What follows belongs to an exercise in optimizing a design on an open flow for small area, a short achievable clock period and few clock cycles per item; a production flow would make more cautious choices.
The RTL was checked by simulation tests, not by an equivalence proof against the original design.
Power and IR drop assume default switching activity.

==> flow/design.v <==
module alu_mc (
  input  logic        cpu_clk,
  input  logic        cpu_rst,
  input  logic        in_valid,
  output logic        in_ready,
  input  logic [4:0]  alu_op,
  input  logic [31:0] A,
  input  logic [31:0] B,
  input  logic        flush,
  output logic        out_valid,
  input  logic        out_ready,
  output logic [31:0] res,
  output logic        zero,
  output logic        less
);
  localparam logic [2:0] S_IDLE = 3'd0, S_SGL = 3'd1, S_MUL = 3'd2, S_DPREP = 3'd3,
                         S_DPREP2 = 3'd4, S_DIV = 3'd5, S_DPOST = 3'd6;
  logic [2:0]  st;
  logic        ov;
  logic        less_q, lessx_q;
  logic [4:0]  op_q;
  logic [35:0] x_q;            
  logic [33:0] y_q;            
  logic [31:0] h_q, l_q;       
  logic [4:0]  cnt_q;
  logic [8:0]  bd_q;           
  logic        xs_q;           
  logic        swap_q;         
  logic        first_q;        
  logic [1:0]  pc_q;           
  logic        seed_q;         
  logic        mhi_q;          
  logic [7:0]  nq_q;           
  logic        dnone_q, bz_q;  
  logic        dsa_q, rem_q, qneg_q, rneg_q;    
  logic        rhi_q;          
  logic [31:0] res_c;
  assign res_c     = rhi_q ? hres_c : l_q;
  assign res       = res_c;
  assign zero      = rhi_q ? ((h_q[5:0] == 6'd0) &&
                              ((pc_q == 2'd1) ? (h_q[31:6] == 26'd0) :
                               (pc_q == 2'd0) ? (h_q[31:6] == 26'd1) : (h_q[31:6] == '1)))
                           : (l_q == 32'd0);
  assign less      = less_q;
  assign out_valid = ov;
  function automatic logic [4:0] need_chk(input logic [31:0] v, input logic sgn);
    for (int j = 0; j < 5; j++)
      need_chk[j] = sgn ? (((v ^ {32{v[31]}}) >> (6*j+5)) != 32'd0) : ((v >> (6*j+6)) != 32'd0);
  endfunction
  function automatic logic [2:0] therm_idx(input logic [4:0] t);
    therm_idx = 3'd0;
    for (int j = 0; j < 5; j++) if (t[j]) therm_idx = 3'(j + 1);
  endfunction
  function automatic logic [6:0] chk_top(input logic [31:0] v, input logic sgn, input logic [4:0] t);
    logic [41:0] e;
    logic        oh;
    e = {{9{sgn & v[31]}}, v, 1'b0};
    chk_top = 7'd0;
    for (int j = 0; j < 6; j++) begin
      oh = ((j == 0) ? 1'b1 : t[j-1]) & ((j == 5) ? 1'b1 : !t[j]);
      chk_top = chk_top | ({7{oh}} & e[6*j +: 7]);
    end
  endfunction
  function automatic logic [6:0] chk_at(input logic [31:0] v, input logic [2:0] j);
    logic [32:0] e;
    e = {v, 1'b0};
    chk_at = 7'd0;
    for (int k = 0; k < 5; k++) if (j == 3'(k)) chk_at = e[6*k +: 7];
  endfunction
  function automatic logic [8:0] booth(input logic [6:0] c);
    for (int m = 0; m < 3; m++) begin
      booth[3*m]   = c[2*m+1] ^ c[2*m];
      booth[3*m+1] = (c[2*m+2] & ~c[2*m+1] & ~c[2*m]) | (~c[2*m+2] & c[2*m+1] & c[2*m]);
      booth[3*m+2] = c[2*m+2];
    end
  endfunction
  function automatic logic [5:0] lzc32(input logic [31:0] v);
    logic [15:0] v1; logic [15:0] c1;
    logic [7:0]  v2; logic [15:0] c2;
    logic [3:0]  v3; logic [11:0] c3;
    logic [1:0]  v4; logic [7:0]  c4;
    for (int p = 0; p < 16; p++) begin
      v1[p] = v[2*p+1] | v[2*p];
      c1[p] = ~v[2*p+1];
    end
    for (int p = 0; p < 8; p++) begin
      v2[p] = v1[2*p+1] | v1[2*p];
      c2[2*p +: 2] = v1[2*p+1] ? {1'b0, c1[2*p+1]} : {1'b1, c1[2*p]};
    end
    for (int p = 0; p < 4; p++) begin
      v3[p] = v2[2*p+1] | v2[2*p];
      c3[3*p +: 3] = v2[2*p+1] ? {1'b0, c2[2*(2*p+1) +: 2]} : {1'b1, c2[2*(2*p) +: 2]};
    end
    for (int p = 0; p < 2; p++) begin
      v4[p] = v3[2*p+1] | v3[2*p];
      c4[4*p +: 4] = v3[2*p+1] ? {1'b0, c3[3*(2*p+1) +: 3]} : {1'b1, c3[3*(2*p) +: 3]};
    end
    if (!(v4[1] | v4[0])) lzc32 = 6'd32;
    else lzc32 = v4[1] ? {2'b00, c4[7:4]} : {2'b01, c4[3:0]};
  endfunction
  logic is_mul, is_div, res_free, acc;
  assign is_mul   = (alu_op >= 5'd10) && (alu_op <= 5'd13);
  assign is_div   = (alu_op >= 5'd14) && (alu_op <= 5'd17);
  assign res_free = !ov || out_ready;
  logic        sa_c, sb_c, dsa_c, swap_c, dnone_in_c, bz_in_c;
  logic [7:0]  nq_in_c;
  logic [5:0]  lza_c, lzb_c;
  logic [2:0]  ja_c, jb_c;
  logic [4:0]  ta_c, tb_c;
  logic [6:0]  ca_c, cb_c;
  always_comb begin
    sa_c   = (alu_op != 5'd13);
    sb_c   = (alu_op == 5'd10) || (alu_op == 5'd11);
    dsa_c  = (alu_op == 5'd14) || (alu_op == 5'd16);
    ta_c   = need_chk(A, sa_c);
    tb_c   = need_chk(B, sb_c);
    ja_c   = therm_idx(ta_c);
    jb_c   = therm_idx(tb_c);
    ca_c   = chk_top(A, sa_c, ta_c);
    cb_c   = chk_top(B, sb_c, tb_c);
    swap_c = is_mul && |(tb_c & ~ta_c);       
    lza_c      = lzc32(A ^ {32{A[31]}});
    lzb_c      = lzc32(B ^ {32{B[31]}});
    nq_in_c    = {2'b0, (dsa_c || !B[31]) ? lzb_c : 6'd0} - {2'b0, (dsa_c || !A[31]) ? lza_c : 6'd0}
               + {7'd0, dsa_c & A[31]};
    bz_in_c    = (B == 32'd0);
    dnone_in_c = nq_in_c[7] || bz_in_c;
  end
  logic [31:0] xa_c, ya_c, sum_c, sh_c, shin_c, shr_c, alu_c;
  logic [32:0] dif_c;
  logic        shl_c, slt_c;
  logic [63:0] fun_c;
  always_comb begin
    xa_c  = x_q[31:0];
    ya_c  = y_q[31:0];
    sum_c = xa_c + ya_c;
    dif_c = {1'b0, xa_c} - {1'b0, ya_c};
    slt_c = (xa_c[31] ^ ya_c[31]) ? xa_c[31] : dif_c[31];
    shl_c = (op_q == 5'd5);
    for (int i = 0; i < 32; i++) shin_c[i] = shl_c ? xa_c[31-i] : xa_c[i];
    fun_c = {{32{(op_q == 5'd7) & xa_c[31]}}, shin_c} >> ya_c[4:0];
    shr_c = fun_c[31:0];
    for (int i = 0; i < 32; i++) sh_c[i] = shl_c ? shr_c[31-i] : shr_c[i];
    case (op_q)
      5'd0:    alu_c = sum_c;
      5'd1:    alu_c = dif_c[31:0];
      5'd2:    alu_c = xa_c & ya_c;
      5'd3:    alu_c = xa_c | ya_c;
      5'd4:    alu_c = xa_c ^ ya_c;
      5'd5, 5'd6, 5'd7: alu_c = sh_c;
      5'd8:    alu_c = {31'd0, slt_c};
      5'd9:    alu_c = {31'd0, dif_c[32]};
      default: alu_c = 32'd0;
    endcase
  end
  logic [6:0]  cn_c;
  logic [31:0] mc_c, mp_c;
  logic [33:0] xe_c, r0_c, r1_c, r2_c;
  logic [39:0] lsum_c;
  logic [25:0] hs_c;
  logic [31:0] hres_c;
  logic [63:0] macc_c;
  always_comb begin
    mc_c = xa_c;
    mp_c = ya_c;
    cn_c = chk_at(mp_c, cnt_q[2:0] - 3'd1);
    xe_c = {{2{xs_q & mc_c[31]}}, mc_c};
    for (int b = 0; b < 34; b++) begin
      r0_c[b] = ((bd_q[0] & xe_c[b]) | (bd_q[1] & (b == 0 ? 1'b0 : xe_c[b-1]))) ^ bd_q[2];
      r1_c[b] = ((bd_q[3] & xe_c[b]) | (bd_q[4] & (b == 0 ? 1'b0 : xe_c[b-1]))) ^ bd_q[5];
      r2_c[b] = ((bd_q[6] & xe_c[b]) | (bd_q[7] & (b == 0 ? 1'b0 : xe_c[b-1]))) ^ bd_q[8];
    end
    lsum_c = {2'b0, (first_q ? (seed_q ? mc_c : 32'd0) : l_q), 6'd0}
           + {6'd0, ~r0_c[33], r0_c[32:0]}
           + {4'd0, ~r1_c[33], r1_c[32:0], 2'd0}
           + {2'd0, ~r2_c[33], r2_c[32:0], 4'd0}
           + {35'd0, bd_q[8], 1'b0, bd_q[5], 1'b0, bd_q[2]}
           + (40'd11 << 33);
    hres_c = {(pc_q == 2'd2) ? (h_q[31:6] + 26'd1) :
              (pc_q == 2'd0) ? (h_q[31:6] - 26'd1) : h_q[31:6], h_q[5:0]};
    hs_c   = first_q ? {26{seed_q & xs_q & mc_c[31]}} : hres_c[25:0];
    macc_c = {hs_c, lsum_c[37:0]};
  end
  logic        an_c, bn_c, dnone_c;
  logic [31:0] ma_c, mb_c, mv_c;
  logic [3:0]  it_c;
  logic [33:0] dal_c;
  logic        mneg_c;
  always_comb begin
    an_c   = dsa_q & xa_c[31];
    bn_c   = dsa_q & ya_c[31];
    mv_c   = (st == S_DPOST) ? (rem_q ? h_q : l_q) : xa_c;
    mneg_c = (st == S_DPOST) ? (rem_q ? rneg_q : qneg_q) : an_c;
    ma_c   = mneg_c ? (~mv_c + 32'd1) : mv_c;
    mb_c   = bn_c ? (~ya_c + 32'd1) : ya_c;
    dnone_c = dnone_q;
    it_c    = (nq_q[6:0] > 7'd31) ? 4'd15 : nq_q[4:1];    
    dal_c   = {2'b0, mb_c} << {it_c, 1'b0};
  end
  logic [36:0] s1_c, s2_c, s3_c;
  logic [31:0] d2_c, ln_c;
  logic        q1_c, q2_c;
  always_comb begin
    s1_c = {5'b0, h_q} - {3'b0, y_q};
    s2_c = {5'b0, h_q} - {2'b0, y_q, 1'b0};
    s3_c = {5'b0, h_q} - {1'b0, x_q};
    if (!s3_c[36])      begin d2_c = s3_c[31:0]; q1_c = 1'b1; q2_c = 1'b1; end
    else if (!s2_c[36]) begin d2_c = s2_c[31:0]; q1_c = 1'b1; q2_c = 1'b0; end
    else if (!s1_c[36]) begin d2_c = s1_c[31:0]; q1_c = 1'b0; q2_c = 1'b1; end
    else                begin d2_c = h_q;        q1_c = 1'b0; q2_c = 1'b0; end
    ln_c = {l_q[29:0], q1_c, q2_c};
  end
  logic [31:0] divres_c;
  logic        dneg_c;
  always_comb begin
    dneg_c = rem_q ? rneg_q : qneg_q;
    if (st == S_DIV)
      divres_c = rem_q ? d2_c : ln_c;
    else if (st == S_DPREP)
      divres_c = rem_q ? xa_c : (bz_q ? 32'hFFFF_FFFF : 32'd0);
    else
      divres_c = ma_c;
  end
  logic sgo_c, mfin_c, dfin_c, dlast_c, fin_c, xfree_c;
  logic [2:0] st_n;
  logic [4:0] cnt_n;
  logic       ov_n, fok_n;
  assign dlast_c  = (cnt_q == 5'd0);
  assign sgo_c    = (st == S_SGL) && res_free;
  assign mfin_c   = (st == S_MUL) && (cnt_q[2:0] == 3'd0) && res_free;
  assign dfin_c   = res_free && ((st == S_DPOST) ||
                                 (st == S_DPREP && dnone_c) ||
                                 (st == S_DIV && dlast_c && !dneg_c));
  assign fin_c    = sgo_c || mfin_c || dfin_c;
  logic rdy_a_q, rdy_b_q;    
  assign xfree_c  = rdy_a_q || (rdy_b_q && out_ready);
  assign in_ready = xfree_c;
  assign acc      = in_valid && xfree_c && !flush;
  always_comb begin
    st_n = st;
    if (acc)
      st_n = is_mul ? S_MUL : is_div ? S_DPREP : S_SGL;
    else if (fin_c)
      st_n = S_IDLE;
    else case (st)
      S_DPREP:  if (!dnone_c && res_free) st_n = S_DPREP2;
      S_DPREP2: st_n = S_DIV;
      S_DIV:    if (dlast_c) st_n = S_DPOST;
      default: ;
    endcase
  end
  always_ff @(posedge cpu_clk) begin
    if (cpu_rst || flush) begin
      st       <= S_IDLE;
      ov       <= 1'b0;
      rhi_q    <= 1'b0;
      rdy_a_q  <= 1'b1;
      rdy_b_q  <= 1'b0;
    end else begin
      if (fin_c) rhi_q <= mfin_c && mhi_q;
      ov_n = fin_c ? 1'b1 : (ov && out_ready) ? 1'b0 : ov;
      ov <= ov_n;
      st <= st_n;
      cnt_n = acc ? {2'b0, (swap_c ? ja_c : jb_c)} :
              (st == S_MUL && res_free && cnt_q[2:0] != 3'd0) ? cnt_q - 5'd1 :
              (st == S_DIV) ? cnt_q - 5'd1 :
              (st == S_DPREP && res_free) ? {1'b0, it_c} : cnt_q;
      case (st_n)
        S_SGL:   fok_n = 1'b1;
        S_MUL:   fok_n = acc ? !(ta_c[0] && tb_c[0]) : (cnt_n[2:0] == 3'd0);
        S_DPOST: fok_n = 1'b1;
        S_DPREP: fok_n = acc ? dnone_in_c : dnone_q;
        S_DIV:   fok_n = (cnt_n == 5'd0) && !(acc ? 1'b0 : dneg_c);
        default: fok_n = 1'b0;
      endcase
      rdy_a_q <= (st_n == S_IDLE) || (fok_n && !ov_n);
      rdy_b_q <= fok_n && ov_n;
    end
  end
  always_ff @(posedge cpu_clk) begin
    if (acc) begin
      op_q    <= alu_op;
      x_q     <= {4'd0, swap_c ? B : A};
      y_q     <= {2'd0, swap_c ? A : B};
      swap_q  <= swap_c;
      seed_q  <= !(swap_c ? sa_c : sb_c) && (swap_c ? ca_c[6] : cb_c[6]);
      first_q <= 1'b1;
      cnt_q   <= {2'b0, (swap_c ? ja_c : jb_c)};
      bd_q    <= booth(swap_c ? ca_c : cb_c);
      xs_q    <= swap_c ? sb_c : sa_c;
      mhi_q   <= (alu_op != 5'd10);
      nq_q    <= nq_in_c;
      dnone_q <= dnone_in_c;
      bz_q    <= bz_in_c;
      dsa_q   <= dsa_c;
      rem_q   <= (alu_op >= 5'd16);
      qneg_q  <= dsa_c && (A[31] ^ B[31]);
      rneg_q  <= dsa_c && A[31];
    end else if (st == S_MUL) begin
      if (res_free) begin
        cnt_q      <= cnt_q - 5'd1;
        bd_q       <= booth(cn_c);
        seed_q     <= 1'b0;
        first_q    <= 1'b0;
      end
    end else if (st == S_DPREP) begin
      lessx_q <= slt_c;
      if (!dnone_c && res_free) begin
        h_q    <= ma_c;
        l_q    <= 32'd0;
        y_q    <= dal_c;
        cnt_q  <= {1'b0, it_c};
      end
    end else if (st == S_DPREP2) begin
      x_q   <= {2'b0, y_q} + {1'b0, y_q, 1'b0};
    end else if (st == S_DIV) begin
      h_q   <= d2_c;
      l_q   <= ln_c;
      y_q   <= {2'b0, y_q[33:2]};
      x_q   <= {2'b0, x_q[35:2]};
      cnt_q <= cnt_q - 5'd1;
    end
    if (st == S_MUL && res_free) begin
      {h_q, l_q} <= macc_c;
      pc_q       <= lsum_c[39:38];
    end
    if (fin_c) begin
      if (st == S_SGL || st == S_DPREP) less_q <= slt_c;
      else if (st == S_MUL)             less_q <= swap_q ? (!slt_c && (xa_c != ya_c)) : slt_c;
      else                              less_q <= lessx_q;
      if (st == S_SGL)      l_q <= alu_c;
      else if (st != S_MUL) l_q <= divres_c;
    end
  end
endmodule
==> flow/run.sh <==
#!/bin/bash
# synth_recipe.tcl (not shown) runs the flow's synth.tcl, then flattens the netlist and writes it again
# the make line also repeats each setting of config.mk as NAME=value (left out here)
make -C /OpenROAD-flow-scripts/flow DESIGN_CONFIG=/design/flow/config.mk WORK_HOME=/design/flow/orfs CLKGATE_MAP_FILE= SYNTH_SCRIPT=/design/flow/synth_recipe.tcl finish
==> flow/config.mk <==
export PLATFORM = sky130hd
export DESIGN_NAME = alu_mc
export DESIGN_NICKNAME = alu_mc
export VERILOG_FILES = /design/flow/design.v
export SDC_FILE = /design/flow/constraint.sdc
export NUM_CORES = 4
export LEC_CHECK = 0
export CAP_MARGIN = 20
export CORE_MARGIN = 2
export CORE_UTILIZATION = 45
export PLACE_DENSITY = 0.65
export SETUP_SLACK_MARGIN = 4.5
export SLEW_MARGIN = 20
==> flow/constraint.sdc <==
create_clock -name core_clock -period 10.0 [get_ports {cpu_clk}]
set_input_delay 2.0000 -clock core_clock [delete_from_list [all_inputs] [get_ports {cpu_clk}]]
set_output_delay 2.0000 -clock core_clock [all_outputs]
set_load 0.01 [all_outputs]
==> impl_metrics.toml <==
[status]
status = "complete, no violations"

[detailed_routing]
drt_iter0_markers = 7099
drcViolationCount = 0
drt_pre_antenna_iters = 10
dr_wl_met3_mm = 26.52
wl_met1_mm = 76.72
wl_mm = 215.2
route.vias.total = 47070
antenna_left = 0
wl_per_cell_um = 32.83
dr.max_layer_used = "met5"
via_per_inst = 7.182
wl_met2_mm = 89.25

[synthesis]
yosysTopAreaCellShare_pct = 11.35
synth.area.top_cells = "ha_1, edfxtp_1, a21oi_1, xnor2_1, o21ai_0"
synthCells = 5402
ys_types = 93
ys_dominant_reg_cell = "edfxtp_1"
yosys_warnings = 1
synth_edf_count = 132
synth-seq-cells = 181
syn_area_per_cell_sq_um = 7.324
synth_top_area_cell = "ha_1"
syn-cell-area_sq_um = 39560
yosysSeqAreaShare_pct = 12.50
syn-num-nets = 5905
async_flop_share_pct = 0

[global_route]
antenna_found_initial = 17
grt_pass1_vias = 42920
grt_usage_pct = 45.89
grt_pass1_wl_mm = 304.0
overflow = 0
grt_max_degree = 72

[critical_path]
cp-end-kind = "flop"
critPathMaxFanout = 45
cp-start-kind = "flop"
startpoint = "st[0]"
cp.depth = 14
r2r_start = "st[0]"
required_ns = 10.34
critPathArrivalTime_ns = 5.93
path_buf_inv = 3
path_common_cell = "buf_4"
crit_chain = "buf_4, nand3b_1, buf_4, nand4_1, a222oi_1, buf_4, nand4_1, nor2_1, a21oi_1, xor2_1, o221ai_2, or4_1, o22ai_2, a21oi_1"
reg2regPathDepth = 14
critPathTopFamily = "simple AND/OR/NAND/NOR gates"
crit_path_top_delay_cell = "or4_1"
reg2reg_slack_ns = 4.41
slowest_delay_ns = 0.69
r2r_end = "l_q[25]"
endpoint = "l_q[25]"
critPathKind = "flop to flop"

[cells_and_area]
final_cell_mix = "a21oi_1, nor2_1, nand2_1"
mostFrequentLayoutCell = "a21oi_1"
syn2layout_area_growth_pct = 10.67
seq_area_sq_um = 4946
final_nets = 5870
drive_gt1_share_pct = 10.19
fill_cells = 8718
fin_cells = 6554
multi_input_area_sq_um = 32860
fin_area_sq_um = 43780

[timing]
fin_setup_tns_ns = 0
slew_headroom_pct = 7.186
period_share_pct = 55.91
finClkSkew_ns = 0.02883
hold_viol_final = 0
worst_slew_pin_slew_ns = 1.384
fin_ws_ns = 4.409
hold_ws_ns = 0.5350
setup_viol = 0
final-max-slew-violation-count = 0
fmax_mhz = 178.9
min_period_ns = 5.591
rsz0062_at_grt = "yes"

[place]
place_inst = 6405
dpl.hpwl_mm = 160.8
portBuffers = 109
placed_cell_area_sq_um = 41770
globalplace.congestion = 1.083
dp_slack_ns = 2.654

[power_and_ir_drop]
power.density_nw_per_um2 = 146.4
ir_drop_mv = 0.1582
p_leak_nw = 17.66

[cts]
path_clk_slew_ns = 0.10
clockBufferDepth = 2
cts_sinks = 181
cts_made_buffers = 17
clk_latency_ns = 0.49
cts_root_buffer = "clkbuf_16"
htreeDepth = 4
cts_tree = "done"

[floorplan]
start_util_pct = 45.53
core_sq_um = 86890
die_h_um = 300.5
die_w_um = 300.5
io_pins = 110
dieArea_sq_um = 90310
rows = 108

[hold_path]
hp-class = "flop to flop"

[job]
maxCapViolCount = 0
-- synthesized netlist by cell type (all sizes together), types with 15 or more instances --
| cell | n |
|---|---|
| a22oi | 154 |
| o31ai | 36 |
| o211ai | 59 |
| o2111ai | 16 |
| buf | 71 |
| or2 | 19 |
| a221o | 25 |
| o21a | 37 |
| nor3 | 125 |
| ha | 359 |
| a221oi | 69 |
| a21o | 80 |
| nor4 | 34 |
| clkbuf | 335 |
| xnor2 | 247 |
| mux2 | 25 |
| nor2 | 494 |
| or3 | 44 |
| mux4 | 48 |
| fa | 70 |
| o21ai | 381 |
| o22ai | 43 |
| a211oi | 117 |
| nand2b | 46 |
| mux2i | 159 |
| a22o | 23 |
| a21oi | 541 |
| nor3b | 15 |
| nand2 | 463 |
| and3 | 55 |
| inv | 224 |
| and2 | 37 |
| o221ai | 28 |
| xor2 | 108 |
| nand3 | 142 |
| nor2b | 52 |
| nand4 | 53 |
| edfxtp | 132 |
| dfxtp | 49 |
| o21bai | 36 |
| a31oi | 103 |
-- sequential cells by signal (all words and copies together) (netlist names), 2 cells and up --
signal and cells:
bd_q 9, cnt_q 5, h_q 32, l_q 32, nq_q 6, op_q 5
pc_q 2, st 3, x_q 36, y_q 34
-- layout make-up --
| type | count | area share [%] |
|---|---|---|
| Antenna cell | 19 | 0.1086 |
| Clock buffer | 17 | 0.9716 |
| Clock inverter | 15 | 0.5430 |
| Inverter | 232 | 2.037 |
| Multi-Input combinational cell | 4584 | 75.05 |
| Sequential cell | 181 | 11.30 |
| Tap cell | 1155 | 3.301 |
| Timing Repair Buffer | 351 | 6.695 |
-- cell families after synthesis --
logic type | Yosys count | synth area share (%)
adder cells (fa/ha/maj) | 429 | 14.90
flip-flops | 181 | 12.50
buffers and inverters | 638 | 6.170
AND/OR/NAND/NOR | 1639 | 19.43
XOR/XNOR | 355 | 7.859
AO/OA/AOI/OAI | 1928 | 31.68
multiplexers | 232 | 7.467
-- metrics by stage --
step	total power [mW]	utilization (%)
after floorplan	3.868	-
after global placement	5.292	48.04
after detailed placement	5.309	48.07
after CTS	6.129	49.51
after global routing	6.712	50.34
final	6.412	50.39
-- per-layer routing --
metal  track usage [%]  up-vias
li1                  -    20120
met1             54.69    22180
met2             68.44     3674
met3             13.72     1085
met4             36.89       12
met5            0.3175        -
-- worst reg2reg max path, cell delays in order, from the launching register on --
cell	delay, ns
dfxtp_1	0.31
buf_4	0.36
nand3b_1	0.23
buf_4	0.53
nand4_1	0.42
a222oi_1	0.45
buf_4	0.22
nand4_1	0.25
nor2_1	0.37
a21oi_1	0.14
xor2_1	0.58
o221ai_2	0.41
or4_1	0.69
o22ai_2	0.36
a21oi_1	0.13
-- repair_timing --
item	in CTS	in global routing
cloned	1	0
buffers inserted	48	47
setup endpoints to repair	125	56
hold buffers	0	0
pin swaps	8	19
gates resized for setup	143	156
-- power breakdown --
group / leakage, nW / total (mW) / switching [mW] / internal [mW]
Clock: 0.320 / 0.795 / 0.433 / 0.362
Sequential: 1.64 / 1.13 / 0.221 / 0.911
Combinational: 15.7 / 4.48 / 2.77 / 1.72
Total: 17.7 / 6.41 / 3.42 / 2.99
-- how the worst min path moves through the flow --
stage / endpoint / cells past startpoint / startpoint / slack [ns]
finish: cnt_q[3] / 2 / cnt_q[3] / 0.53
global route: cnt_q[3] / 2 / cnt_q[3] / 0.56
CTS: cnt_q[3] / 2 / cnt_q[3] / 0.53
detailed placement: cnt_q[3] / 2 / cnt_q[3] / 0.52
global placement: cnt_q[3] / 2 / cnt_q[3] / 0.51
floorplan: x_q[34] / 2 / x_q[34] / 0.46
Testbench counts, summed over its fixed seeds: cycles 8,150, items 3,200.

-- what the ideal ports hide --
Ports are ideal in the flow. The routed layout listed here was re-timed in OpenROAD. Step 1: set_driving_cell puts a clkbuf_16 on cpu_clk and a buf_2 on each other input, an assumption about the parent block. Step 2, shift: input delay + t, output delay - t, t = (earliest + latest rising clock arrival at the registers) / 2. This alone moves slack from input paths to output paths. Three values: ideal, step 1, step 2; two values: the first two.
t, ns: 0.542
slack for setup (ns): 4.409 / 4.409 / 4.055
worst hold slack (ns): 0.535 / 0.535 / 0.535
worst slew at a driven data input, ns: 0.06
pins driven straight from the clock port: 1
After both steps setup and hold are still met in this run. For this run, drivers alone change the setup slack by 0.000 ns; drivers and shift together by -0.354 ns.
